Context: an optimization exercise on an open-source flow, tuned for small area. The choices shown serve that exercise and are no tape-out recipe. In this exercise RTL edits were held to simulation tests only and were not proved equivalent to the original. Power figures rest on the tool's default switching activity, not on a simulated workload.

[flow/design.v]
`default_nettype none
package dmem_pkg;
    localparam int DEPTH  = 32;     
    localparam int IDX_W  = 5;      
    localparam int STEP   = 4;      
    localparam int N_TAP  = 8;      
    localparam int TAP_OFF = 0;     
    localparam int CLR_W  = 2;      
endpackage
`default_nettype wire
`default_nettype none
module dmem_array (
    input  logic [(dmem_pkg::N_TAP+1)*64-1:0] i_data,
    input  logic [dmem_pkg::N_TAP:0]          i_sel,
    output logic [63:0]                       o_data
);
    localparam int N = dmem_pkg::N_TAP + 1;    
    for (genvar b = 0; b < 64; b++) begin : g_bit
        logic [2:0] w_grp_n;
        for (genvar g = 0; g < 3; g++) begin : g_grp
            dmem_aoi3 u_aoi (
                .i_a   ({i_data[64*(3*g+2) + b], i_data[64*(3*g+1) + b], i_data[64*(3*g) + b]}),
                .i_s   (i_sel[3*g +: 3]),
                .o_y_n (w_grp_n[g])
            );
        end
        dmem_nand3 u_nand (
            .i_a (w_grp_n),
            .o_y (o_data[b])
        );
    end
endmodule
module dmem_aoi3 (
    input  logic [2:0] i_a,
    input  logic [2:0] i_s,
    output logic       o_y_n
);
    assign o_y_n = ~(|(i_a & i_s));
endmodule
module dmem_nand3 (
    input  logic [2:0] i_a,
    output logic       o_y
);
    assign o_y = ~(&i_a);
endmodule
`default_nettype wire
`default_nettype none
module dmem_tap (
    input  logic i_d,
    input  logic i_s,
    input  logic i_p,
    input  logic i_h,
    output logic o_y
);
    assign o_y = (i_d & i_s) | (i_p & i_h);
endmodule
`default_nettype wire
`default_nettype none
module dmem_responder (
    input  logic        CLK,
    input  logic        reset,
    input  logic        req_valid,
    output logic        req_ready,
    input  logic        req_write,
    input  logic [63:0] req_addr,
    input  logic [63:0] req_wdata,
    output logic        rsp_valid,
    input  logic        rsp_ready,
    output logic [63:0] rsp_rdata,
    output logic        rsp_err
);
    localparam int D    = dmem_pkg::DEPTH;
    localparam int IW   = dmem_pkg::IDX_W;
    localparam int NT   = dmem_pkg::N_TAP;
    localparam int STEP = dmem_pkg::STEP;
    localparam logic [1:0] ST_IDLE = 2'd0;
    localparam logic [1:0] ST_W1   = 2'd1;
    localparam logic [1:0] ST_W2   = 2'd2;
    localparam logic [1:0] ST_RESP = 2'd3;
    logic [1:0]    r_state;
    logic [IW-1:0] r_nphase;     
    logic [IW-1:0] r_pos;        
    logic          r_err;
    logic          r_ok;         
    logic          r_got;        
    logic          r_pend;       
    logic [63:0]   r_data;
    logic [NT-1:0] w_wr_sel;     
    logic [NT-1:0] w_wr_hold;    
    logic [D*64-1:0] r_slot;     
    logic [dmem_pkg::CLR_W-1:0] r_clr;   
    logic          w_clr;        
    logic          w_idle;
    logic          w_accept;
    logic          w_store;
    logic          w_st_load;
    logic [IW-1:0] w_req_idx;
    logic          w_req_err;
    logic          w_req_ok;
    logic [IW-1:0] w_pos_req;    
    logic          w_lo_hit;     
    logic [2:0]    w_hi_tap;     
    logic          w_cap_req;
    logic          w_cap_cur;
    logic [NT-1:0] w_rd_sel;
    logic          w_rd_any;
    logic          w_pend_nxt;
    logic [IW-1:0] w_pos_wr;     
    logic [(NT+1)*64-1:0] w_mux_in;
    logic [63:0]   w_rd_data;
    assign w_idle    = (r_state == ST_IDLE);
    assign w_accept  = w_idle & req_valid;
    assign w_req_idx = req_addr[IW+2:3];
    assign w_req_err = (|req_addr[2:0]) | (|req_addr[63:IW+3]);
    assign w_store   = w_accept & req_write & ~w_req_err;
    assign w_st_load = w_accept & req_write;
    assign w_req_ok  = ~req_write & ~w_req_err;
    assign w_pos_req = w_req_idx - r_nphase;
    assign w_lo_hit  = (w_req_idx[1:0] == 2'(dmem_pkg::TAP_OFF + r_nphase[1:0]));
    assign w_hi_tap  = w_req_idx[4:2] - r_nphase[4:2] - 3'(((dmem_pkg::TAP_OFF % STEP) + r_nphase[1:0]) >> 2);
    assign w_cap_req = w_accept & ~req_write;
    assign w_cap_cur = ~w_idle & r_ok;
    always_comb begin
        for (int k = 0; k < NT; k++) begin
            w_rd_sel[k] =
                ((w_cap_req & w_lo_hit & (w_hi_tap == 3'(k))) |
                 (w_cap_cur & (r_pos == IW'(STEP * k + dmem_pkg::TAP_OFF))));
        end
    end
    assign w_rd_any = |w_rd_sel;
    assign w_pos_wr = r_pos + 1'b1;
    always_comb begin
        for (int j = 0; j < NT; j++) begin
            w_wr_sel[j] = ~reset & r_pend & (w_pos_wr == IW'(STEP * j + dmem_pkg::TAP_OFF));
        end
    end
    assign w_clr      = reset | (|r_clr);
    assign w_wr_hold  = ~w_wr_sel & {NT{~w_clr}};
    assign w_pend_nxt = ~reset & (w_store | (r_pend & ~(|w_wr_sel)));
    logic [NT*64-1:0] w_slot_in;
    for (genvar j = 0; j < NT; j++) begin : g_wtap
        for (genvar b = 0; b < 64; b++) begin : g_bit
            dmem_tap u_tap (
                .i_d (r_data[b]),
                .i_s (w_wr_sel[j]),
                .i_p (r_slot[64*((STEP * j + dmem_pkg::TAP_OFF + D - 1) % D) + b]),
                .i_h (w_wr_hold[j]),
                .o_y (w_slot_in[64*j + b])
            );
        end
    end
    always_ff @(posedge CLK) begin
        for (int s = 0; s < D; s++) begin
            if ((s % STEP) == dmem_pkg::TAP_OFF) begin
                r_slot[64*s +: 64] <= w_slot_in[64*(s / STEP) +: 64];
            end else begin
                r_slot[64*s +: 64] <= r_slot[64*((s + D - 1) % D) +: 64];
            end
        end
    end
    always_comb begin
        for (int k = 0; k < NT; k++) begin
            w_mux_in[64*k +: 64] = r_slot[64*(STEP * k + dmem_pkg::TAP_OFF) +: 64];
        end
        w_mux_in[64*NT +: 64] = req_wdata;
    end
    dmem_array u_rdmux (
        .i_data (w_mux_in),
        .i_sel  ({w_st_load, w_rd_sel}),
        .o_data (w_rd_data)
    );
    always_ff @(posedge CLK) begin
        if (w_st_load | w_rd_any) begin
            r_data <= w_rd_data;
        end
    end
    always_ff @(posedge CLK) begin
        if (reset) begin
            r_state <= ST_IDLE;
            r_nphase <= '0;
            r_pend  <= 1'b0;
            r_clr   <= '1;
        end else begin
            r_nphase <= r_nphase - 1'b1;
            if (|r_clr) begin
                r_clr <= r_clr - 1'b1;
            end
            r_pend  <= w_pend_nxt;
            case (r_state)
                ST_IDLE: if (req_valid) r_state <= ST_W1;
                ST_W1:   r_state <= ST_W2;
                ST_W2:   r_state <= ST_RESP;
                default: if (rsp_ready) r_state <= ST_IDLE;
            endcase
        end
    end
    always_ff @(posedge CLK) begin
        r_pos <= (w_accept ? w_pos_req : r_pos) + 1'b1;
    end
    always_ff @(posedge CLK) begin
        if (w_accept) begin
            r_err <= w_req_err;
            r_ok  <= w_req_ok;
            r_got <= w_req_ok & w_rd_any;
        end else if (w_rd_any) begin
            r_got <= 1'b1;
        end
    end
    assign req_ready = w_idle;
    assign rsp_valid = (r_state == ST_RESP);
    assign rsp_rdata = (r_data & {64{r_got}}) | w_rd_data;
    assign rsp_err   = r_err;
endmodule
`default_nettype wire
[flow/flow/run.sh]
#!/bin/bash
# Own layout flow: the standard ORFS flow (standard.sh), run whole, with two
# changes passed through ORFS's own environment hooks:
#  - port buffers are sky130_fd_sc_hd__buf_1 instead of the default pick
#    (every input and output port still gets its buffer);
#  - clock tree synthesis clusters about 20 flip-flops per leaf buffer within
#    60 um, with clkbuf_8 buffers, and inserts no dummy loads.
# The full output of the make run is kept in flow_make.log in this folder;
# ORFS's per-step logs stay under orfs/logs/.
set -euo pipefail
export BUFFER_PORTS_ARGS="-buffer_cell sky130_fd_sc_hd__buf_1"
export CTS_ARGS="-sink_clustering_enable -repair_clock_nets -dont_use_dummy_load -buf_list sky130_fd_sc_hd__clkbuf_8 -sink_clustering_size 20 -sink_clustering_max_diameter 60"
bash standard.sh finish > flow_make.log 2>&1
[flow/standard.sh]
#!/bin/bash
# synth_recipe.tcl (not shown) runs the flow's synth.tcl, then flattens the netlist and writes it again
# the make line also repeats each setting of config.mk as NAME=value (left out here)
make -C /OpenROAD-flow-scripts/flow DESIGN_CONFIG=/design/flow/config.mk WORK_HOME=/design/flow/orfs CLKGATE_MAP_FILE= SYNTH_SCRIPT=/design/flow/synth_recipe.tcl "${@:-finish}"
[flow/config.mk]
export PLATFORM = sky130hd
export DESIGN_NAME = dmem_responder
export DESIGN_NICKNAME = dmem_responder
export VERILOG_FILES = /design/flow/design.v
export SDC_FILE = /design/flow/constraint.sdc
export NUM_CORES = 4
export LEC_CHECK = 0
export CAP_MARGIN = 20
export CORE_MARGIN = 2
export CORE_UTILIZATION = 65
export CTS_BUF_LIST = sky130_fd_sc_hd__clkbuf_16
export CTS_CLUSTER_DIAMETER = 100
export CTS_CLUSTER_SIZE = 30
export SLEW_MARGIN = 20
export SYNTH_HIERARCHICAL = 1
[flow/constraint.sdc]
create_clock -name core_clock -period 6.0 [get_ports {CLK}]
set_input_delay 1.2000 -clock core_clock [delete_from_list [all_inputs] [get_ports {CLK}]]
set_output_delay 1.2000 -clock core_clock [all_outputs]
set_load 0.01 [all_outputs]
==> metrics.md, run 1 <==
| Metric | Value |
|---|---|
| Clock Tree Root | `clkbuf_8` |
| Final Total Pwr | `0.0219 W` |
| PD cells | `389 nW/um^2` |
| Total congestion overflow | `0` |
| Via Count | `27600` |
| Relative slew slack | `26.7%` |
| Largest net degree at the start of global routing | `65` |
| CTS tree | `yes` |
| Vias in the first global route | `28200` |
| TritonCTS buffer count | `118` |
| Int Power | `0.0166 W` |
| Port Buffer Count | `199` |
| Crit Path Max Fanout | `18` |
| Psw | `0.00526 W` |
| Cell area after synthesis | `51600 sq um` |
| Max-Cap Viols | `0` |
| Peak supply drop | `0.252 mV` |
| Avg Cell Area, Syn | `16.5 sq um` |
| Setup_tns | `0 ns` |
| Initial DRC count | `3168` |
| Share of the yosys chip area belonging to registers | `83.9%` |
| Cells after synthesis | `3139` |
| Die Y | `286 microns` |
| Routability Congestion | `0.827` |
| Starting Density | `65.5%` |
| Total die area | `81700 sq um` |
| Post-CTS Setup Inserts | `0` |
| Hpwl dp | `63.4 mm` |
| First-pass GRT wire length | `178 mm` |
| Fraction of layout cells with a size suffix above 1 | `5.86%` |
| WL final | `120 mm` |
| Post-CTS Resized | `0` |
| Final setup viols | `0` |
| Reg clk slew, reported paths | `0.12 ns` |
| Critical path class | `reg2out` |
| Power share of the combinational group | `6.5%` |
| Sw Share | `24.1%` |
| Yosys cell types | `43` |
| Max Clock Freq | `0.179 GHz` |
| Final number of max-transition violations | `0` |
| Fillers | `5234` |
| Syn_nets | `3286` |
| Synth-to-layout area growth | `8.84%` |
| Static leakage | `21.8 nW` |
| Required @ worst endpoint | `4.80 ns` |
| Worst Max-Slew Pin Slew | `1.09 ns` |
| Most used DFF post-synth | `dfxtp_1` |
| Hold-fix buffers, CTS | `0` |
| DR WL/cell | `26.3 microns` |
| Final nets | `3647` |
| Post-DRT Antenna Nets | `0` |
| EDFF count, synth | `67` |
| Horiz. Die Dim | `286 microns` |
| # rows | `103` |
| Layout Skew | `0.0642 ns` |
| RSZ-0062 raised after global routing | `no` |
| Worst Hold Class | `reg2reg` |
| Crit path time final | `5.58 ns` |
| Vias/cell | `6.07` |
| I/O pins | `200` |
| Yosys reg bits | `2130` |
| Gr usage total | `28.9%` |
| Final hold violation count | `0` |
| Syn. warnings | `7` |
| Clock buffer depth | `3` |
| Asr flop ratio synth | `0%` |
| Reg power frac | `67.9%` |
| CP Launch Type | `flip-flop` |
| CP endpoint kind | `primary output` |
| DRC | `0` |
| Status | `timing/DRC/antenna clean` |
| Clock power frac | `25.7%` |
| Initial antenna violation count | `5` |
| H-tree Lvls | `3` |
| Clock sinks | `2130` |
| DRT Pass-1 Iters | `9` |
| Floorplan core area | `78900 sq um` |
| Clock latency on the worst-skew pair | `0.78 ns` |
| Critical path arrival | `4.38 ns` |
| Final period util | `93.0%` |
synthesized netlist by cell type (2+ instances only):
| master | n | share of area, % |
|---|---|---|
| ha_1 | 12 | 0.29 |
| inv_1 | 17 | 0.12 |
| fa_1 | 2 | 0.078 |
| nor3_1 | 6 | 0.058 |
| xnor2_1 | 5 | 0.085 |
| o21ai_0 | 5 | 0.048 |
| nand2b_1 | 7 | 0.085 |
| nand4_1 | 4 | 0.048 |
| clkbuf_1 | 7 | 0.051 |
| xor2_1 | 6 | 0.10 |
| nor4_1 | 14 | 0.17 |
| or2_2 | 2 | 0.024 |
| a31oi_1 | 3 | 0.036 |
| o41ai_1 | 2 | 0.034 |
| nor2b_1 | 6 | 0.073 |
| nand2_1 | 14 | 0.10 |
| a22o_1 | 512 | 8.7 |
| o22ai_1 | 2 | 0.024 |
| a222oi_1 | 192 | 3.7 |
| nor4b_1 | 2 | 0.034 |
| nor2_1 | 19 | 0.14 |
| a21o_1 | 65 | 0.94 |
| a21oi_1 | 7 | 0.068 |
| dfxtp_1 | 2063 | 80 |
| buf_1 | 6 | 0.044 |
| o32ai_1 | 4 | 0.068 |
| edfxtp_1 | 67 | 3.9 |
| mux2i_1 | 4 | 0.078 |
| nand3_1 | 70 | 0.68 |
flip-flops by register name (all words and copies together) (netlist names):
signal and count:
r_clr 2, r_data 64, r_err 1, r_got 1, r_nphase 5, r_ok 1
r_pend 1, r_pos 5, r_slot 2048, r_state 2
power by group through the flow:
stage | Sequential, W | Combinational [W] | Clock (W)
2_1_floorplan | 0.0150 | 0.000741 | 0
3_3_place_gp | 0.0151 | 0.00138 | 0
3_5_place_dp | 0.0152 | 0.00140 | 0
4_1_cts | 0.0148 | 0.00141 | 0.00571
5_1_grt | 0.0149 | 0.00148 | 0.00622
6_report | 0.0148 | 0.00141 | 0.00561
Yosys stat by module (local to each module, per instance), excerpt:
module / cells inside / copies in the design / flops+latches
dmem_aoi3: 1 / 192 / 0
dmem_nand3: 1 / 64 / 0
dmem_tap: 1 / 512 / 0
dmem_responder: 2371 / 1 / 2130
metrics by stage:
step / instances / cell area, sq um / hold slack (ns) / utilization (%) / setup slack, ns
final: 4551 / 56200 / 0.278 / 71.3 / 0.422
after global routing: 4551 / 56200 / 0.277 / 71.3 / 0.142
after CTS: 4545 / 56200 / 0.287 / 71.2 / 0.244
after detailed placement: 4427 / 54500 / 0.312 / 69.2 / 0.716
after global placement: 4427 / 54500 / 0.310 / 69.2 / 0.731
after floorplan: 3139 / 51700 / 0.310 / - / 0.220
worst max-delay path, stage by stage, from the launching register on:
cell	delay [ns]
dfxtp_1	0.39
inv_1	0.08
ha_1	0.35
nor4b_1	0.57
nand2b_1	0.38
o21ai_4	0.94
buf_4	0.37
a222oi_1	0.09
nand3_1	0.15
a21o_1	0.15
buf_1	0.16
final timing paths:
check	startpoint	to	cells past startpoint	slack [ns]
max	r_state[0]	rsp_rdata[56]	10	0.42
min	r_slot[577]	r_slot[641]	0	0.28
max reg2reg	r_state[0]	r_data[28]	8	2.49
min reg2reg	r_slot[577]	r_slot[641]	0	0.28
final cells by class:
type                    count  area (sq um)  share of cell area (%)
well taps                1050          1310                    2.34
clock buffers             118          1620                    2.89
repair buffers            255          1390                    2.48
flip-flops and latches   2130         43300                    77.1
diodes                      3          7.51                  0.0134
multi-input cells         978          8490                    15.1
inverters                  17          63.8                   0.114
cell families after synthesis:
kind of cell | after synthesis | synth area share [%]
buffers and inverters | 31 | 0.233
adders and majority gates | 14 | 0.368
and+or+nand+nor | 153 | 1.57
AOI/OAI and AO/OA | 796 | 13.7
muxes | 4 | 0.0775
xor gates and xnor gates | 11 | 0.187
DFF | 2130 | 83.9
cells in the final DEF (no fill, tap or decap), types with 7 or more instances in the layout:
cell / netlist / layout
buf_4: 1 / 38
buf_12: 0 / 18
ha_1: 12 / 12
a222oi_1: 192 / 192
nor4_1: 14 / 14
inv_1: 17 / 16
a21o_1: 65 / 65
nand2b_1: 7 / 7
edfxtp_1: 67 / 67
dfxtp_1: 2063 / 2063
nand2_1: 14 / 13
buf_1: 6 / 199
nor2_1: 19 / 13
nand3_1: 70 / 70
clkbuf_8: 0 / 118
a22o_1: 512 / 512
layer usage:
layer,global-route usage (%),vias up,part of all wire [%]
met3,4.30,200,6.6
met1,41.7,14000,45
li1,-,12300,-
met4,8.43,2,2.7
met2,46.0,1130,46
met5,0,-,0.0092
==> inputs of run 2 (changes only) <==
--- a/flow/config.mk
+++ b/flow/config.mk
@@ -9,3 +9,3 @@
 export CORE_MARGIN = 2
-export CORE_UTILIZATION = 65
+export CORE_UTILIZATION = 80
 export CTS_BUF_LIST = sky130_fd_sc_hd__clkbuf_16
==> run 2 against run 1 <==
Flip-flop and latch count unchanged. Sequential share of layout area up 0.44 points. Die area down 19%. Hold slack better by 0.016 ns. First-iteration DRC count up 11%. Combinational power about the same. Synthesized cell count unchanged. Largest power group unchanged.
==> metrics.md, run 2 <==
| Metric | Value |
|---|---|
| Layout Skew | `0.0740 ns` |
| Biggest register | `r_slot` |
| Commonest non-fill, non-tap cell in the layout | `dfxtp_1` |
| Clock Tree Root | `clkbuf_8` |
| Total die area | `66600 sq um` |
| WP buf/inv | `3` |
| Biggest regs | `r_slot (2048), r_data (64)` |
| Post-DRT Antenna Nets | `0` |
| Reg power frac | `67.8%` |
| Clock power frac | `25.6%` |
| Critical path class | `reg2out` |
| Synth-to-layout area growth | `8.23%` |
| Vias/cell | `6.53` |
| Clock buffer depth | `3` |
| Clock sinks | `2130` |
| Top delay family on crit path | `compound AO/OA/AOI/OAI gates` |
| Via Count | `28400` |
| Reg clk slew, reported paths | `0.12 ns` |
| Avg Cell Area, Syn | `16.5 sq um` |
| Syn_nets | `3286` |
| Cell accounting for the most synthesized area | `dfxtp_1` |
| Max-Cap Viols | `0` |
| Fraction of layout cells with a size suffix above 1 | `5.62%` |
| Setup_tns | `0 ns` |
| Final period util | `95.9%` |
| Fillers | `2695` |
| Largest net degree at the start of global routing | `65` |
| Worst Hold Class | `reg2reg` |
| I/O pins | `200` |
| First-pass GRT wire length | `183 mm` |
| Area taken by multi-input logic gates | `8490 sq um` |
| WL final | `122 mm` |
| Yosys cell types | `43` |
| Port Buffer Count | `199` |
| Syn. warnings | `7` |
| Psw | `0.00529 W` |
| Relative slew slack | `20.4%` |
| Post-route cell area | `55900 sq um` |
| CP Launch Type | `flip-flop` |
| DRT Pass-1 Iters | `8` |
| Gr usage total | `36.5%` |
| Post-Place Cell Area | `54300 sq um` |
| Synth top area share | `80.0%` |
| Critical path arrival | `4.56 ns` |
| Initial DRC count | `3528` |
| Largest register FFs | `2048` |
| Initial antenna violation count | `2` |
| Hold-fix buffers, CTS | `0` |
| Synth top area cells | `dfxtp_1 (80%), a22o_1 (8.7%), edfxtp_1 (3.9%)` |
| RSZ-0062 raised after global routing | `no` |
| Peak per-stage delay on the critical path | `0.86 ns` |
| Top cells by count, synth | `dfxtp_1 (2063), a22o_1 (512), a222oi_1 (192)` |
| Most instantiated library cell after synthesis | `dfxtp_1` |
| Required @ worst endpoint | `4.80 ns` |
| Hpwl dp | `63.7 mm` |
| Crit path time final | `5.76 ns` |
| Final nets | `3638` |
| Status | `timing/DRC/antenna clean` |
| Crit Path Max Fanout | `19` |
| Floorplan core area | `64100 sq um` |
| Power share of the combinational group | `6.6%` |
| Post-CTS Setup Inserts | `0` |
| Routability Congestion | `0.822` |
| Register Area | `43300 sq um` |
| Post-CTS Resized | `0` |
| H-tree Lvls | `3` |
| Cells after synthesis | `3139` |
| Asr flop ratio synth | `0%` |
| Horiz. Die Dim | `258 microns` |
| Max Clock Freq | `0.174 GHz` |
| TritonCTS buffer count | `116` |
| Final number of max-transition violations | `0` |
| Final setup viols | `0` |
| Worst path slowest cell | `o21ai_4` |
| Peak supply drop | `0.322 mV` |
| CTS tree | `yes` |
| # rows | `93` |
| Share of the yosys chip area belonging to registers | `83.9%` |
| Clock latency on the worst-skew pair | `0.78 ns` |
| Static leakage | `21.7 nW` |
| Total congestion overflow | `0` |
| CP endpoint kind | `primary output` |
| Cell area after synthesis | `51600 sq um` |
| DR WL/cell | `28.1 microns` |
| EDFF count, synth | `67` |
| Most frequent cells in the layout | `dfxtp_1 (2063), a22o_1 (512), buf_1 (199)` |
| DRC | `0` |
| Int Power | `0.0166 W` |
| Final hold violation count | `0` |
| Yosys reg bits | `2130` |
| Starting Density | `80.5%` |
| Vias in the first global route | `29600` |
| Worst Max-Slew Pin Slew | `1.19 ns` |
| PD cells | `391 nW/um^2` |
| Die Y | `258 microns` |
| Cell Chain, Critical Path | `inv_1, ha_1, nor4b_1, nand2_1, o21ai_4, buf_4, a222oi_1, nand3_1, a21o_1, buf_1` |
| Most used DFF post-synth | `dfxtp_1` |
| Sw Share | `24.2%` |
-- run 2: through the flow --
stage	hold slack, ns	cells	power [W]	util, %	setup WS, ns
2_1_floorplan	0.310	3139	0.0157	-	0.220
3_3_place_gp	0.310	4228	0.0165	84.7	0.729
3_5_place_dp	0.312	4228	0.0165	84.7	0.690
4_1_cts	0.294	4344	0.0218	87.2	0.329
5_1_grt	0.296	4345	0.0224	87.2	0.0681
6_report	0.294	4345	0.0219	87.2	0.244
-- run 2: final cells by class --
type	count	area share (%)
Inverter	17	0.114
Clock buffer	116	2.86
Antenna cell	1	0.00448
Timing Repair Buffer	248	2.42
Tap cell	855	1.91
Multi-Input combinational cell	978	15.2
Sequential cell	2130	77.5
-- run 2: power groups by stage --
stage	registers [W]	logic [W]	clock network, W
2_1_floorplan	0.0150	0.000741	0
3_3_place_gp	0.0151	0.00135	0
3_5_place_dp	0.0151	0.00140	0
4_1_cts	0.0148	0.00141	0.00561
5_1_grt	0.0149	0.00148	0.00607
6_report	0.0148	0.00144	0.00560
-- run 2: per-layer routing --
metal  track usage, %  part of all wire (%)  wire [microns]  vias up
met5                0                 0.011              13        -
met3             5.57                   8.1            9920      312
li1                 -                     -               -    12300
met2             59.0                    48           58400     1510
met4             14.1                   3.6            4400        2
met1             50.7                    40           49500    14300
-- run 2: cells by family after synthesis --
family                   after synthesis  synth area share [%]
multiplexers                           4                0.0775
adder cells (fa/ha/maj)               14                 0.368
XOR/XNOR                              11                 0.187
flip-flops                          2130                  83.9
buffers and inverters                 31                 0.233
AND/OR/NAND/NOR                      153                  1.57
AO/OA/AOI/OAI                        796                  13.7
-- run 2: worst paths after layout --
check | start | to | slack (ns) | cells past startpoint
max | r_state[0] | rsp_rdata[35] | 0.24 | 10
min | r_slot[644] | r_slot[708] | 0.29 | 0
max reg2reg | r_state[0] | r_data[31] | 2.43 | 8
min reg2reg | r_slot[644] | r_slot[708] | 0.29 | 0
-- run 2: Yosys stat by module (local to each module, per instance), excerpt --
module / cell area [sq um] / copies in the design / cells
dmem_aoi3: 10.0 / 192 / 1
dmem_nand3: 5.00 / 64 / 1
dmem_responder: 44900 / 1 / 2371
dmem_tap: 8.76 / 512 / 1
==> inputs of run 3 (changes only) <==
==> flow/config.mk (replaced) <==
export PLATFORM = sky130hd
export DESIGN_NAME = dmem_responder
export DESIGN_NICKNAME = dmem_responder
export VERILOG_FILES = /design/flow/design.v
export SDC_FILE = /design/flow/constraint.sdc
export NUM_CORES = 4
export LEC_CHECK = 0
export CAP_MARGIN = 5
export CORE_MARGIN = 2
export CORE_UTILIZATION = 80
export SLEW_MARGIN = 5
export SYNTH_HIERARCHICAL = 1
==> run 3 against run 2 <==
Still clean. Die area is the same. Sequential power barely moved. First-iteration DRC count unchanged. Register-to-register slack about the same. Global-route usage unchanged. Critical path depth is the same. Non-clock buffer count unchanged. Total power unchanged. Highest routed layer unchanged.
==> metrics.md, run 3 <==
| Metric | Value |
|---|---|
| Final nets | `3638` |
| Clock sinks | `2130` |
| Cell accounting for the most synthesized area | `dfxtp_1` |
| Worst Hold Path EP | `r_slot[708]` |
| RR Endpoint | `r_data[31]` |
| Yosys cell types | `43` |
| Die Y | `258 microns` |
| Total die area | `66600 sq um` |
| Peak supply drop | `0.322 mV` |
| Hpwl dp | `63.7 mm` |
| Post-CTS Setup Inserts | `0` |
| Busiest grt layer | `met2` |
| Status | `timing/DRC/antenna clean` |
| Cell Chain, Critical Path | `inv_1, ha_1, nor4b_1, nand2_1, o21ai_4, buf_4, a222oi_1, nand3_1, a21o_1, buf_1` |
| Clock Tree Root | `clkbuf_8` |
| H-tree Lvls | `3` |
| Top delay family on crit path | `compound AO/OA/AOI/OAI gates` |
| Share of the yosys chip area belonging to registers | `83.9%` |
| Final period util | `95.9%` |
| Register-to-Register Path Depth | `8` |
| DR WL/cell | `28.1 microns` |
| DRC | `0` |
| Largest register FFs | `2048` |
| Crit path time final | `5.76 ns` |
| Biggest regs | `r_slot (2048), r_data (64)` |
| Critical path arrival | `4.56 ns` |
| Required @ worst endpoint | `4.80 ns` |
| PD cells | `391 nW/um^2` |
| WL final | `122 mm` |
| Met3 Use GR | `5.57%` |
| Total congestion overflow | `0` |
| Fraction of layout cells with a size suffix above 1 | `5.62%` |
| Horiz. Die Dim | `258 microns` |
| Hold-fix buffers, CTS | `0` |
| Yosys reg bits | `2130` |
| TritonCTS buffer count | `116` |
| Worst Hold Class | `reg2reg` |
| Max Clock Freq | `0.174 GHz` |
| Synth top area cells | `dfxtp_1 (80%), a22o_1 (8.7%), edfxtp_1 (3.9%)` |
| Syn_nets | `3286` |
| Most frequent cells in the layout | `dfxtp_1 (2063), a22o_1 (512), buf_1 (199)` |
| Biggest register | `r_slot` |
| Fillers | `2695` |
| RSZ-0062 raised after global routing | `no` |
| Cell area after synthesis | `51600 sq um` |
| Synth top area share | `80.0%` |
| M1 GR Usage | `50.7%` |
| First-pass GRT wire length | `183 mm` |
| Syn. warnings | `7` |
| Place WS | `0.690 ns` |
| Final hold violation count | `0` |
| Worst Max-Slew Pin Slew | `1.19 ns` |
| Clock latency on the worst-skew pair | `0.78 ns` |
| Reg clk slew, reported paths | `0.12 ns` |
| Cells after synthesis | `3139` |
| CTS tree | `yes` |
| Peak per-stage delay on the critical path | `0.86 ns` |
| I/O pins | `200` |
| Clock buffer depth | `3` |
| Static leakage | `21.7 nW` |
| Gr usage total | `36.5%` |
| # rows | `93` |
| Reg2Reg Launch Point | `r_state[0]` |
| Reg2Reg Setup Slack | `2.43 ns` |
| Worst hold start | `r_slot[644]` |
| Asr flop ratio synth | `0%` |
| Register Area | `43300 sq um` |
| Final setup viols | `0` |
| Final number of max-transition violations | `0` |
| Largest net degree at the start of global routing | `65` |
| Initial antenna violation count | `2` |
| Vias/cell | `6.53` |
| Hold slack | `0.294 ns` |
| Starting Density | `80.5%` |
| Relative slew slack | `20.4%` |
| Vias in the first global route | `29600` |
| Floorplan core area | `64100 sq um` |
| WHS Path Cells | `0` |
| Worst setup margin | `0.244 ns` |
| WP buf/inv | `3` |
| Layout Skew | `0.0740 ns` |
| Most instantiated library cell after synthesis | `dfxtp_1` |
| M2 GR Usage | `59.0%` |
| Setup_tns | `0 ns` |
| Worst path slowest cell | `o21ai_4` |
| CP endpoint kind | `primary output` |
| Via Count | `28400` |
| Commonest non-fill, non-tap cell in the layout | `dfxtp_1` |
| Crit Path Max Fanout | `19` |
| Critical path class | `reg2out` |
| CP Launch Type | `flip-flop` |
| Post-DRT Antenna Nets | `0` |
| Avg Cell Area, Syn | `16.5 sq um` |
| DRT Pass-1 Iters | `8` |
| Port Buffer Count | `199` |
| Post-CTS Resized | `0` |
| Max-Cap Viols | `0` |
| Routability Congestion | `0.822` |
| Area taken by multi-input logic gates | `8490 sq um` |
| EDFF count, synth | `67` |
| Most used DFF post-synth | `dfxtp_1` |
| Synth-to-layout area growth | `8.23%` |
| Initial DRC count | `3528` |
| Top cells by count, synth | `dfxtp_1 (2063), a22o_1 (512), a222oi_1 (192)` |
-- run 3: cell counts after synthesis --
Identical to the previous run, type by type.
-- run 3: worst max-delay path by stage --
| stage | depth (start not counted) | slack, ns | from | endpoint |
|---|---|---|---|---|
| final | 10 | 0.24 | r_state[0] | rsp_rdata[35] |
| after detailed placement | 11 | 0.69 | req_addr[5] | rsp_rdata[35] |
| after CTS | 10 | 0.33 | r_state[0] | rsp_rdata[48] |
| after global placement | 11 | 0.73 | req_addr[5] | rsp_rdata[35] |
| after global routing | 10 | 0.07 | r_state[0] | rsp_rdata[35] |
| after floorplan | 8 | 0.22 | req_addr[5] | rsp_rdata[0] |
-- run 3: cell type report --
type	instances	area share, %
clock buffer	116	2.86
sequential	2130	77.5
antenna	1	0.00448
inverter	17	0.114
multi-input combinational	978	15.2
tap	855	1.91
timing repair buffer	248	2.42
-- run 3: report_power, final --
part	switching (W)	internal (W)	total [W]
Sequential	0.000413	0.0144	0.0148
Combinational	0.00102	0.000418	0.00144
Clock	0.00386	0.00174	0.00560
Total	0.00529	0.0166	0.0219
-- run 3: per-module statistics from Yosys (local to each module, per instance), a selection --
module / area [sq um] / flip-flops and latches
dmem_aoi3: 10.0 / 0
dmem_responder: 44900 / 2130
dmem_nand3: 5.00 / 0
dmem_tap: 8.76 / 0
-- run 3: per-stage QoR --
stage	instance area, sq um	power [W]	cells	utilization, %
floorplan	51700	0.0157	3139	-
global placement	54300	0.0165	4228	84.7
detailed placement	54300	0.0165	4228	84.7
CTS	55900	0.0218	4344	87.2
global route	55900	0.0224	4345	87.2
finish	55900	0.0219	4345	87.2
-- run 3: worst reg2reg max path, delay by kind of cell (launching register included) --
family	cells	cell delay [ns]
AOI/OAI and AO/OA	2	1.05
adders and majority gates	1	0.35
buffers and inverters	2	0.53
DFF	1	0.40
and+or+nand+nor	3	1.14
-- run 3: kinds of logic (layout without fill, tap and decap cells) --
kind of cell,after synthesis,in the layout,share of synthesized area [%]
DFF,2130,2130,83.9
muxes,4,4,0.0775
AOI/OAI and AO/OA,796,796,13.7
buffers and inverters,31,381,0.233
adders and majority gates,14,14,0.368
xor gates and xnor gates,11,11,0.187
other,0,1,0
and+or+nand+nor,153,153,1.57
-- run 3: layer usage --
metal | wire length [microns] | share of wire [%]
met2 | 58400 | 48
met3 | 9920 | 8.1
met4 | 4400 | 3.6
met1 | 49500 | 40
met5 | 13 | 0.011
==> inputs of run 4 (changes only) <==
==> flow/flow/run.sh (replaced) <==
#!/bin/bash
# Own layout flow: the standard ORFS flow (standard.sh), run whole, with two
# changes passed through ORFS's own environment hooks:
#  - port buffers are sky130_fd_sc_hd__buf_1 instead of the default pick
#    (every input and output port still gets its buffer);
#  - clock tree synthesis clusters about 16 flip-flops per leaf buffer within
#    50 um, with clkbuf_8 buffers, and inserts no dummy loads.
# The full output of the make run is kept in flow_make.log in this folder;
# ORFS's per-step logs stay under orfs/logs/.
set -euo pipefail
export BUFFER_PORTS_ARGS="-buffer_cell sky130_fd_sc_hd__buf_1"
export CTS_ARGS="-sink_clustering_enable -repair_clock_nets -dont_use_dummy_load -buf_list sky130_fd_sc_hd__clkbuf_8 -sink_clustering_size 16 -sink_clustering_max_diameter 50"
bash standard.sh finish > flow_make.log 2>&1
--- a/flow/config.mk
+++ b/flow/config.mk
@@ -7,6 +7,9 @@
 export LEC_CHECK = 0
-export CAP_MARGIN = 5
+export CAP_MARGIN = 20
 export CORE_MARGIN = 2
-export CORE_UTILIZATION = 80
-export SLEW_MARGIN = 5
+export CORE_UTILIZATION = 65
+export CTS_BUF_LIST = sky130_fd_sc_hd__clkbuf_16
+export CTS_CLUSTER_DIAMETER = 100
+export CTS_CLUSTER_SIZE = 30
+export SLEW_MARGIN = 20
 export SYNTH_HIERARCHICAL = 1
==> run 4 against run 3 <==
Setup slack gained 0.15 ns. Core utilization shrank 15 points. Sequential power is essentially flat. Fmax grew 2.6%. Clock skew grew 0.016 ns. Routed wire length shrank 1.2%. Largest cell class unchanged. Still clean on timing, DRC and antenna. Critical endpoint is now rsp_rdata[56]. Die area grew 23%.
==> metrics.md, run 4 <==
| Metric | Value |
|---|---|
| Status | `timing/DRC/antenna clean` |
| Horiz. Die Dim | `286 microns` |
| Clock latency on the worst-skew pair | `0.81 ns` |
| Reg2Reg Launch Point | `r_state[0]` |
| Most instantiated library cell after synthesis | `dfxtp_1` |
| H-tree Lvls | `4` |
| CTS tree | `yes` |
| Clock buffer depth | `3` |
| Critical path launch point | `r_state[0]` |
| Max-Cap Viols | `0` |
| WL final | `121 mm` |
| CP endpoint kind | `primary output` |
| Synth top area cells | `dfxtp_1 (80%), a22o_1 (8.7%), edfxtp_1 (3.9%)` |
| Top cells by count, synth | `dfxtp_1 (2063), a22o_1 (512), a222oi_1 (192)` |
| Static leakage | `22.0 nW` |
| Critical path class | `reg2out` |
| WP buf/inv | `3` |
| CP Launch Type | `flip-flop` |
| Yosys reg bits | `2130` |
| Cell Chain, Critical Path | `inv_1, ha_1, nor4b_1, nand2b_1, o21ai_4, buf_4, a222oi_1, nand3_1, a21o_1, buf_1` |
| Synth-to-layout area growth | `9.83%` |
| Final period util | `93.5%` |
| Largest register FFs | `2048` |
| Cell accounting for the most synthesized area | `dfxtp_1` |
| Floorplan core area | `78900 sq um` |
| Cells after synthesis | `3139` |
| Total congestion overflow | `0` |
| Worst hold start | `r_slot[384]` |
| Layout Skew | `0.0898 ns` |
| Routability Congestion | `0.827` |
| Reg clk slew, reported paths | `0.08 ns` |
| Clock Tree Root | `clkbuf_8` |
| Final non-filler cell total | `4588` |
| Final number of max-transition violations | `0` |
| Setup_tns | `0 ns` |
| RSZ-0062 raised after global routing | `no` |
| Cell area after synthesis | `51600 sq um` |
| Crit Path Max Fanout | `18` |
| Vias/cell | `6.08` |
| Biggest register | `r_slot` |
| Gr usage total | `29.3%` |
| Final nets | `3684` |
| Total die area | `81700 sq um` |
| TritonCTS buffer count | `155` |
| Critical path arrival | `4.41 ns` |
| Top delay family on crit path | `compound AO/OA/AOI/OAI gates` |
| PD cells | `398 nW/um^2` |
| Worst Hold Class | `reg2reg` |
| Biggest regs | `r_slot (2048), r_data (64)` |
| Peak per-stage delay on the critical path | `0.92 ns` |
| Final hold violation count | `0` |
| EDFF count, synth | `67` |
| Peak supply drop | `0.284 mV` |
| Initial antenna violation count | `4` |
| Largest net degree at the start of global routing | `65` |
| Via Count | `27900` |
| Initial DRC count | `2946` |
| Synth top area share | `80.0%` |
| Die Y | `286 microns` |
| Yosys cell types | `43` |
| # rows | `103` |
| Most used DFF post-synth | `dfxtp_1` |
| Share of the yosys chip area belonging to registers | `83.9%` |
| Worst path slowest cell | `o21ai_4` |
| Post-DRT Antenna Nets | `0` |
| I/O pins | `200` |
| Starting Density | `65.5%` |
| Syn_nets | `3286` |
| Relative slew slack | `26.6%` |
| Crit path time final | `5.61 ns` |
| DR WL/cell | `26.3 microns` |
| Final Total Pwr | `0.0226 W` |
| First-pass GRT wire length | `179 mm` |
| Post-Place Cell Area | `54500 sq um` |
| Post-route cell area | `56700 sq um` |
| Most frequent cells in the layout | `dfxtp_1 (2063), a22o_1 (512), buf_1 (199)` |
| Syn. warnings | `7` |
| Max Clock Freq | `0.178 GHz` |
| Vias in the first global route | `28700` |
| Cell count after placement | `4427` |
| DRT Pass-1 Iters | `9` |
| Share of the core filled with cells | `71.9%` |
| Clock sinks | `2130` |
| Port Buffer Count | `199` |
| DRC | `0` |
| Final setup viols | `0` |
| Required @ worst endpoint | `4.80 ns` |
| Hpwl dp | `63.4 mm` |
| Avg Cell Area, Syn | `16.5 sq um` |
| Asr flop ratio synth | `0%` |
| Fraction of layout cells with a size suffix above 1 | `6.85%` |
| Commonest non-fill, non-tap cell in the layout | `dfxtp_1` |
| Worst Max-Slew Pin Slew | `1.10 ns` |
[run 4: cell counts after synthesis]
No cell type changed its count.
[run 4: path summary, 6_finish.rpt]
kind | depth (start not counted) | end | slack, ns
hold / removal | 0 | r_slot[448] | 0.25
setup / recovery | 10 | rsp_rdata[56] | 0.39
setup reg to reg | 8 | r_data[13] | 2.48
hold reg to reg | 0 | r_slot[448] | 0.25
[run 4: Yosys stat by module, one instance, submodules excluded, a selection]
module | cells | times used | flops+latches
dmem_responder | 2371 | 1 | 2130
dmem_tap | 1 | 512 | 0
dmem_nand3 | 1 | 64 | 0
dmem_aoi3 | 1 | 192 | 0
[run 4: through the flow]
step | setup slack [ns] | hold slack [ns]
after detailed placement | 0.716 | 0.312
after floorplan | 0.220 | 0.310
after global routing | 0.113 | 0.245
final | 0.389 | 0.253
after global placement | 0.731 | 0.310
after CTS | 0.196 | 0.254
[run 4: final cells by class]
class	instances	area, sq um
multi-input cells	978	8490
inverters	17	63.8
diodes	3	7.51
fillers	5183	22200
repair buffers	255	1390
clock buffers	155	2130
flip-flops and latches	2130	43300
well taps	1050	1310
[run 4: worst register-to-register path, delay by kind of cell (launching register included)]
family                   cells  cell delay [ns]
adder cells (fa/ha/maj)      1             0.35
buffers and inverters        2             0.49
flip-flops                   1             0.39
AND/OR/NAND/NOR              3             1.08
AO/OA/AOI/OAI                2             1.05
[run 4: per-layer routing]
layer  GRT usage, %  share of wire [%]
met5              0             0.0075
met4           9.04                2.5
met3           5.12                6.9
met2           46.5                 46
met1           41.6                 44
[run 4: what timing repair did]
item / 4_1_cts / 5_1_grt
endpoints found under the hold margin: 0 / 0
buffers inserted: 0 / 3
endpoints found under the setup margin: 0 / 11
gates resized for setup: 0 / 0
hold buffers: 0 / 0
[run 4: kinds of logic (layout without fill, tap and decap cells)]
family                   Yosys count  after routing  synth area share [%]
AO/OA/AOI/OAI                    796            796                  13.7
AND/OR/NAND/NOR                  153            153                  1.57
buffers and inverters             31            427                 0.233
other                              0              3                     0
multiplexers                       4              4                0.0775
XOR/XNOR                          11             11                 0.187
adder cells (fa/ha/maj)           14             14                 0.368
flip-flops                      2130           2130                  83.9
[run 4: where the power goes]
part           internal, W  switching (W)  total [W]
logic             0.000417        0.00100    0.00142
registers           0.0144       0.000422     0.0148
clock network      0.00232        0.00401    0.00633
==> inputs of run 5 (changes only) <==
==> flow/flow/run.sh (replaced) <==
#!/bin/bash
# Own layout flow: the standard ORFS flow (standard.sh), run whole, with two
# changes passed through ORFS's own environment hooks:
#  - port buffers are sky130_fd_sc_hd__buf_1 instead of the default pick
#    (every input and output port still gets its buffer);
#  - clock tree synthesis clusters about 10 flip-flops per leaf buffer within
#    40 um, with clkbuf_4 buffers, and inserts no dummy loads.
# The full output of the make run is kept in flow_make.log in this folder;
# ORFS's per-step logs stay under orfs/logs/.
set -euo pipefail
export BUFFER_PORTS_ARGS="-buffer_cell sky130_fd_sc_hd__buf_1"
export CTS_ARGS="-sink_clustering_enable -repair_clock_nets -dont_use_dummy_load -buf_list sky130_fd_sc_hd__clkbuf_4 -sink_clustering_size 10 -sink_clustering_max_diameter 40"
bash standard.sh finish > flow_make.log 2>&1
--- a/flow/config.mk
+++ b/flow/config.mk
@@ -9,3 +9,3 @@
 export CORE_MARGIN = 2
-export CORE_UTILIZATION = 65
+export CORE_UTILIZATION = 80
 export CTS_BUF_LIST = sky130_fd_sc_hd__clkbuf_16
==> run 5 against run 4 <==
Still clean on timing, DRC and antenna. Clock-buffer cell count increased by 78. Via count increased by 4.0%. Total power decreased by 2.3%. Critical path depth unchanged. Combinational power about the same. Highest routed layer unchanged.
==> metrics.md, run 5 <==
| Metric | Value |
|---|---|
| Status | `timing/DRC/antenna clean` |
| Hold-fix buffers, CTS | `0` |
| Asr flop ratio synth | `0%` |
| Top cells by count, synth | `dfxtp_1 (2063), a22o_1 (512), a222oi_1 (192)` |
| Synth top area cells | `dfxtp_1 (80%), a22o_1 (8.7%), edfxtp_1 (3.9%)` |
| Relative slew slack | `21.3%` |
| Setup_tns | `0 ns` |
| Biggest register | `r_slot` |
| Final period util | `92.3%` |
| WL final | `122 mm` |
| # rows | `93` |
| RSZ-0062 raised after global routing | `no` |
| Syn_nets | `3286` |
| Floorplan core area | `64100 sq um` |
| Clock latency on the worst-skew pair | `1.08 ns` |
| Share of the core filled with cells | `87.6%` |
| Vias in the first global route | `30300` |
| Gr usage total | `36.6%` |
| Fraction of layout cells with a size suffix above 1 | `8.91%` |
| Vias/cell | `6.49` |
| Yosys reg bits | `2130` |
| Clock Tree Root | `clkbuf_4` |
| PD cells | `393 nW/um^2` |
| Static leakage | `22.0 nW` |
| Peak supply drop | `0.289 mV` |
| Critical path class | `reg2out` |
| H-tree Lvls | `4` |
| Crit path time final | `5.54 ns` |
| Final number of max-transition violations | `0` |
| Reg clk slew, reported paths | `0.10 ns` |
| CP Launch Type | `flip-flop` |
| Clock sinks | `2130` |
| Required @ worst endpoint | `4.80 ns` |
| Final setup viols | `0` |
| Die Y | `258 microns` |
| I/O pins | `200` |
| Synth-to-layout area growth | `8.75%` |
| Final hold violation count | `0` |
| Yosys cell types | `43` |
| DR WL/cell | `27.3 microns` |
| Largest register FFs | `2048` |
| Share of the yosys chip area belonging to registers | `83.9%` |
| Hpwl dp | `63.7 mm` |
| Cells after synthesis | `3139` |
| Starting Density | `80.5%` |
| CP endpoint kind | `primary output` |
| Syn. warnings | `7` |
| Critical path arrival | `4.34 ns` |
| DRT Pass-1 Iters | `9` |
| Final nets | `3763` |
| Layout Skew | `0.0689 ns` |
| EDFF count, synth | `67` |
| Via Count | `29000` |
| Most frequent cells in the layout | `dfxtp_1 (2063), a22o_1 (512), clkbuf_4 (233)` |
| Largest net degree at the start of global routing | `65` |
| Max-Cap Viols | `0` |
| First-pass GRT wire length | `183 mm` |
| Clock buffer depth | `3` |
| Horiz. Die Dim | `258 microns` |
| Cell area after synthesis | `51600 sq um` |
| Commonest non-fill, non-tap cell in the layout | `dfxtp_1` |
| Initial DRC count | `3656` |
| Most instantiated library cell after synthesis | `dfxtp_1` |
| CTS tree | `yes` |
| Worst Max-Slew Pin Slew | `1.18 ns` |
| Routability Congestion | `0.822` |
| DRC | `0` |
| Cell accounting for the most synthesized area | `dfxtp_1` |
| Synth top area share | `80.0%` |
| Port Buffer Count | `199` |
| Avg Cell Area, Syn | `16.5 sq um` |
| TritonCTS buffer count | `233` |
| Total congestion overflow | `0` |
| Initial antenna violation count | `4` |
| Worst Hold Class | `reg2reg` |
| Crit Path Max Fanout | `14` |
| Most used DFF post-synth | `dfxtp_1` |
| Max Clock Freq | `0.181 GHz` |
| Post-DRT Antenna Nets | `0` |
| Biggest regs | `r_slot (2048), r_data (64)` |
| Total die area | `66600 sq um` |
[run 5: what timing repair did]
action | 4_1_cts | 5_1_grt
resized for setup | 0 | 1
setup buffers | 4 | 4
endpoints found under the setup margin | 1 | 29
gates cloned | 0 | 0
pin swaps | 1 | 1
[run 5: final timing paths]
| kind | from | end | slack [ns] | depth (start not counted) |
|---|---|---|---|---|
| setup / recovery | r_state[0] | rsp_rdata[33] | 0.46 | 10 |
| hold / removal | r_slot[1155] | r_slot[1219] | 0.29 | 0 |
| setup reg to reg | r_clr[1] | r_slot[257] | 2.77 | 6 |
| hold reg to reg | r_slot[1155] | r_slot[1219] | 0.29 | 0 |
[run 5: per-module statistics from Yosys (local to each module, per instance), a selection]
module	area [sq um]	copies in the design	cells inside	flip-flops and latches
dmem_nand3	5.00	64	1	0
dmem_tap	8.76	512	1	0
dmem_responder	44900	1	2371	2130
dmem_aoi3	10.0	192	1	0
[run 5: power by group]
group / leakage, nW / switching (W) / total [W] / internal, W
sequential: 17.3 / 0.000413 / 0.0148 / 0.0144
clock: 1.07 / 0.00402 / 0.00579 / 0.00178
combinational: 3.70 / 0.00102 / 0.00145 / 0.000426
total: 22.0 / 0.00545 / 0.0221 / 0.0166
[run 5: cell type report]
type	count	area, sq um
diodes	5	12.5
inverters	17	63.8
fillers	2732	7960
repair buffers	256	1450
clock buffers	233	1750
well taps	855	1070
multi-input cells	978	8500
flip-flops and latches	2130	43300
[run 5: critical path: stages, from the launching register on]
cell      delay, ns
dfxtp_1        0.39
inv_1          0.09
ha_1           0.35
nor4b_2        0.41
nand2b_1       0.35
o32ai_4        0.64
buf_4          0.40
a222oi_1       0.22
nand3_1        0.19
a21o_1         0.12
buf_1          0.15
[run 5: per-stage QoR]
step	instance area, sq um	total power (W)	instances	worst slack [ns]	hold WS, ns
2_1_floorplan	51700	0.0157	3139	0.220	0.310
3_3_place_gp	54300	0.0165	4228	0.729	0.310
3_5_place_dp	54300	0.0165	4228	0.690	0.312
4_1_cts	56100	0.0220	4465	0.0360	0.279
5_1_grt	56200	0.0227	4473	0.291	0.301
6_report	56200	0.0221	4474	0.463	0.286
[run 5: layer usage]
metal	GRT usage, %	wire length (microns)	vias up
met2	57.9	57900	1768
met1	50.8	49700	14400
li1	-	-	12600
met3	6.69	10900	257
met4	15.1	3640	2
met5	0	12	-
[run 5: kinds of logic (layout without fill, tap and decap cells)]
| family | count (synthesis) | in the layout | share of synthesized area, % |
|---|---|---|---|
| flops | 2130 | 2130 | 83.9 |
| compound gates | 796 | 796 | 13.7 |
| simple gates | 153 | 153 | 1.57 |
| buf+inv | 31 | 506 | 0.233 |
| fa+ha+maj | 14 | 14 | 0.368 |
| xor+xnor | 11 | 11 | 0.187 |
| mux | 4 | 4 | 0.0775 |
| other cells | 0 | 5 | 0 |
==> inputs of run 6 (changes only) <==
==> flow/run.sh (new file) <==
#!/bin/bash
# synth_recipe.tcl (not shown) runs the flow's synth.tcl, then flattens the netlist and writes it again
# the make line also repeats each setting of config.mk as NAME=value (left out here)
make -C /OpenROAD-flow-scripts/flow DESIGN_CONFIG=/design/flow/config.mk WORK_HOME=/design/flow/orfs CLKGATE_MAP_FILE= SYNTH_SCRIPT=/design/flow/synth_recipe.tcl finish
--- a/flow/config.mk
+++ b/flow/config.mk
@@ -13,2 +13,3 @@
 export CTS_CLUSTER_SIZE = 30
+export SETUP_SLACK_MARGIN = 0.3
 export SLEW_MARGIN = 20
removed: flow/flow/run.sh
removed: flow/standard.sh
==> run 6 against run 5 <==
Still clean. Non-clock buffer count is 25 higher. Clock skew is 0.044 ns lower. Combinational power is 19% higher. Flip-flop and latch count stayed put. Largest cell class unchanged.
==> metrics.md, run 6 <==
| Metric | Value |
|---|---|
| RSZ-0062 raised after global routing | `yes` |
| Synth top area cells | `dfxtp_1 (80%), a22o_1 (8.7%), edfxtp_1 (3.9%)` |
| XOR/XNOR share of the synthesized area | `0.187%` |
| Die Y | `258 microns` |
| Biggest register | `r_slot` |
| CP endpoint kind | `primary output` |
| WL final | `144 mm` |
| Status | `timing/DRC/antenna clean` |
| Area taken by multi-input logic gates | `8520 sq um` |
| Most frequent cells in the layout | `dfxtp_1 (2063), a22o_1 (512), a222oi_1 (192)` |
| Multiplexer share of the synthesized area | `0.0775%` |
| H-tree Lvls | `3` |
| Biggest regs | `r_slot (2048), r_data (64)` |
| Share of the core filled with cells | `90.9%` |
| Largest register FFs | `2048` |
| Gr usage total | `42.5%` |
| Final nets | `3635` |
| Final number of max-transition violations | `0` |
| Crit path time final | `5.75 ns` |
| DRC | `0` |
| Crit Path Max Fanout | `28` |
| Largest net degree at the start of global routing | `65` |
| Port Buffer Count | `199` |
| Avg Cell Area, Syn | `16.5 sq um` |
| Register-to-Register Path Depth | `10` |
| Final non-filler cell total | `4393` |
| # rows | `93` |
| Cell area after synthesis | `51600 sq um` |
| DRT Pass-1 Iters | `8` |
| Cell accounting for the most synthesized area | `dfxtp_1` |
| Static leakage | `23.3 nW` |
| Routability Congestion | `0.818` |
| Complex-gate fraction of the synthesized area | `13.7%` |
| Fillers | `2048` |
| Clock Tree Root | `clkbuf_16` |
| Clock power frac | `28.9%` |
| Register Area | `43300 sq um` |
| Cells after synthesis | `3139` |
| PD cells | `401 nW/um^2` |
| Post-Synth Adder-Cell Area | `0.368%` |
| Via Count | `30500` |
| Required @ worst endpoint | `4.80 ns` |
| Worst Hold Class | `reg2reg` |
| Top cells by count, synth | `dfxtp_1 (2063), a22o_1 (512), a222oi_1 (192)` |
| Hold-fix buffers, CTS | `0` |
| EDFF count, synth | `67` |
| Synth top area share | `80.0%` |
| Setup_tns | `0 ns` |
| Sw Share | `24.6%` |
| Post-route cell area | `58300 sq um` |
| Floorplan core area | `64100 sq um` |
| Vias/cell | `6.94` |
| WHS Path Cells | `0` |
| Vias in the first global route | `32000` |
| Clock latency on the worst-skew pair | `0.69 ns` |
| TritonCTS buffer count | `80` |
| Layout Skew | `0.0246 ns` |
| Cell count after placement | `4244` |
| Critical path arrival | `4.55 ns` |
| Total congestion overflow | `0` |
| Initial DRC count | `4837` |
| Critical path class | `in2out` |
| Hpwl dp | `71.6 mm` |
| Starting Density | `80.5%` |
| Total die area | `66600 sq um` |
| CTS tree | `yes` |
| Max-Cap Viols | `0` |
| Reg power frac | `63.7%` |
| Fraction of layout cells with a size suffix above 1 | `5.82%` |
| Peak supply drop | `0.433 mV` |
| Horiz. Die Dim | `258 microns` |
| Final hold violation count | `0` |
| Initial antenna violation count | `2` |
| Most instantiated library cell after synthesis | `dfxtp_1` |
| Yosys cell types | `43` |
| Largest family of logic cells by synthesized area | `compound AO/OA/AOI/OAI gates` |
| Final setup viols | `0` |
| Int Power | `0.0176 W` |
| Syn_nets | `3286` |
| Post-Place Cell Area | `55700 sq um` |
| Power share of the combinational group | `7.4%` |
| Commonest non-fill, non-tap cell in the layout | `dfxtp_1` |
| Relative slew slack | `20.5%` |
| Worst Max-Slew Pin Slew | `1.19 ns` |
| First-pass GRT wire length | `208 mm` |
| CP Launch Type | `primary input` |
| Max Clock Freq | `0.174 GHz` |
| Yosys reg bits | `2130` |
| Share of the yosys chip area belonging to registers | `83.9%` |
| Clock sinks | `2130` |
| Clock buffer depth | `3` |
| Post-synthesis simple-gate area fraction | `1.57%` |
| Reg clk slew, reported paths | `0.11 ns` |
| Syn. warnings | `7` |
| Final period util | `95.8%` |
| N_diodes | `0` |
| Synth-to-layout area growth | `12.9%` |
| Most used DFF post-synth | `dfxtp_1` |
| DR WL/cell | `32.9 microns` |
| Psw | `0.00575 W` |
| I/O pins | `200` |
| Asr flop ratio synth | `0%` |
| Final Total Pwr | `0.0234 W` |
| Post-DRT Antenna Nets | `0` |
-- run 6: critical path, cell delays in order --
cell             delay [ns]
clkdlybuf4s50_1        0.47
inv_1                  0.05
ha_1                   0.29
nand4_1                0.22
nor2_1                 0.28
nand3_1                0.25
o32ai_4                0.24
buf_12                 0.32
buf_4                  0.33
a222oi_1               0.12
nand3_1                0.13
a21o_1                 0.10
clkdlybuf4s50_1        0.53
-- run 6: worst paths after layout --
kind | slack [ns] | endpoint | from
max | 0.25 | rsp_rdata[32] | req_addr[3]
min | 0.32 | r_slot[1758] | r_slot[1694]
max reg2reg | 2.64 | r_data[35] | r_state[0]
min reg2reg | 0.32 | r_slot[1758] | r_slot[1694]
-- run 6: power by group through the flow --
| stage | combinational [W] | clock, W | sequential, W |
|---|---|---|---|
| after floorplan | 0.000749 | 0 | 0.0150 |
| after global placement | 0.00164 | 0 | 0.0151 |
| after detailed placement | 0.00170 | 0 | 0.0152 |
| after CTS | 0.00166 | 0.00664 | 0.0149 |
| after global routing | 0.00175 | 0.00712 | 0.0149 |
| final | 0.00173 | 0.00676 | 0.0149 |
-- run 6: layer usage --
metal  part of all wire [%]  global-route usage [%]
met4                    6.1                    23.2
met3                     10                    8.44
met2                     47                    69.3
met1                     36                    54.1
met5                  0.011                       0
-- run 6: cell families after synthesis --
logic type                 Yosys count
AOI/OAI and AO/OA                  796
xor gates and xnor gates            11
adders and majority gates           14
buffers and inverters               31
DFF                               2130
muxes                                4
and+or+nand+nor                    153
-- run 6: cell type report --
cell class                 instances  share of cell area (%)
sequential                      2130                    74.3
multi-input combinational        978                    14.6
timing repair buffer             281                    5.18
clock buffer                      84                    3.61
tap                              855                    1.84
clock inverter                    48                   0.339
inverter                          17                   0.109
-- run 6: what timing repair did --
action                                  in CTS  in global routing
cloned                                       2                  0
gates resized for setup                     62                 21
setup buffers                               10                  4
hold endpoints to repair                     0                  0
pin swaps                                   16                 16
endpoints found under the setup margin      64                 37
-- run 6: stage by stage --
stage                     hold WS, ns  setup WS, ns
final                           0.321         0.255
after global routing            0.332         0.168
after CTS                       0.324         0.208
after detailed placement        0.312        0.0703
after global placement          0.310         0.145
after floorplan                 0.310         0.483
-- run 6: Yosys stat by module, one instance, submodules excluded, a selection --
module | flops+latches | cells inside
dmem_responder | 2130 | 2371
dmem_aoi3 | 0 | 1
dmem_tap | 0 | 1
dmem_nand3 | 0 | 1

==> re-timing with driven ports <==
Ports are ideal in the flow. The routed layouts listed here were re-timed in OpenROAD. Step 1 (the two cells are an assumption about what drives the block):
set clk [get_ports {CLK}]
set_driving_cell -lib_cell sky130_fd_sc_hd__clkbuf_16 $clk
set_driving_cell -lib_cell sky130_fd_sc_hd__buf_2 [delete_from_list [all_inputs] $clk]
Step 2 moves the port delays by t, midway between the first and last clock arrival at a register: inputs arrive t later, outputs are due t later. That takes back most of the time a late clock gives input paths. Slacks: ideal ports / drivers / drivers and shift; pairs: ideal ports / drivers.
run	t (ns)	setup slack, ns	worst setup path at the end	slew at the worst register clock pin (ns)	cell pins on the clock port's net
run 1	0.795	0.422 / 0.359 / 0.669	input to output	0.12 / 0.12	1
run 2	0.809	0.244 / 0.177 / 0.578	input to output	0.12 / 0.12	1
run 3	0.809	0.244 / 0.177 / 0.578	input to output	0.12 / 0.12	1
run 4	0.840	0.389 / 0.326 / 0.647	input to output	0.10 / 0.10	1
run 5	1.103	0.463 / 0.398 / 0.573	input to output	0.12 / 0.12	1
run 6	0.746	0.255 / 0.227 / 0.227	input to output	0.12 / 0.12	1
After both steps setup and hold are still met in every run listed. The setup slack of run 6, which loses most, moves by -0.028 ns with the drivers and by -0.028 ns with both steps.
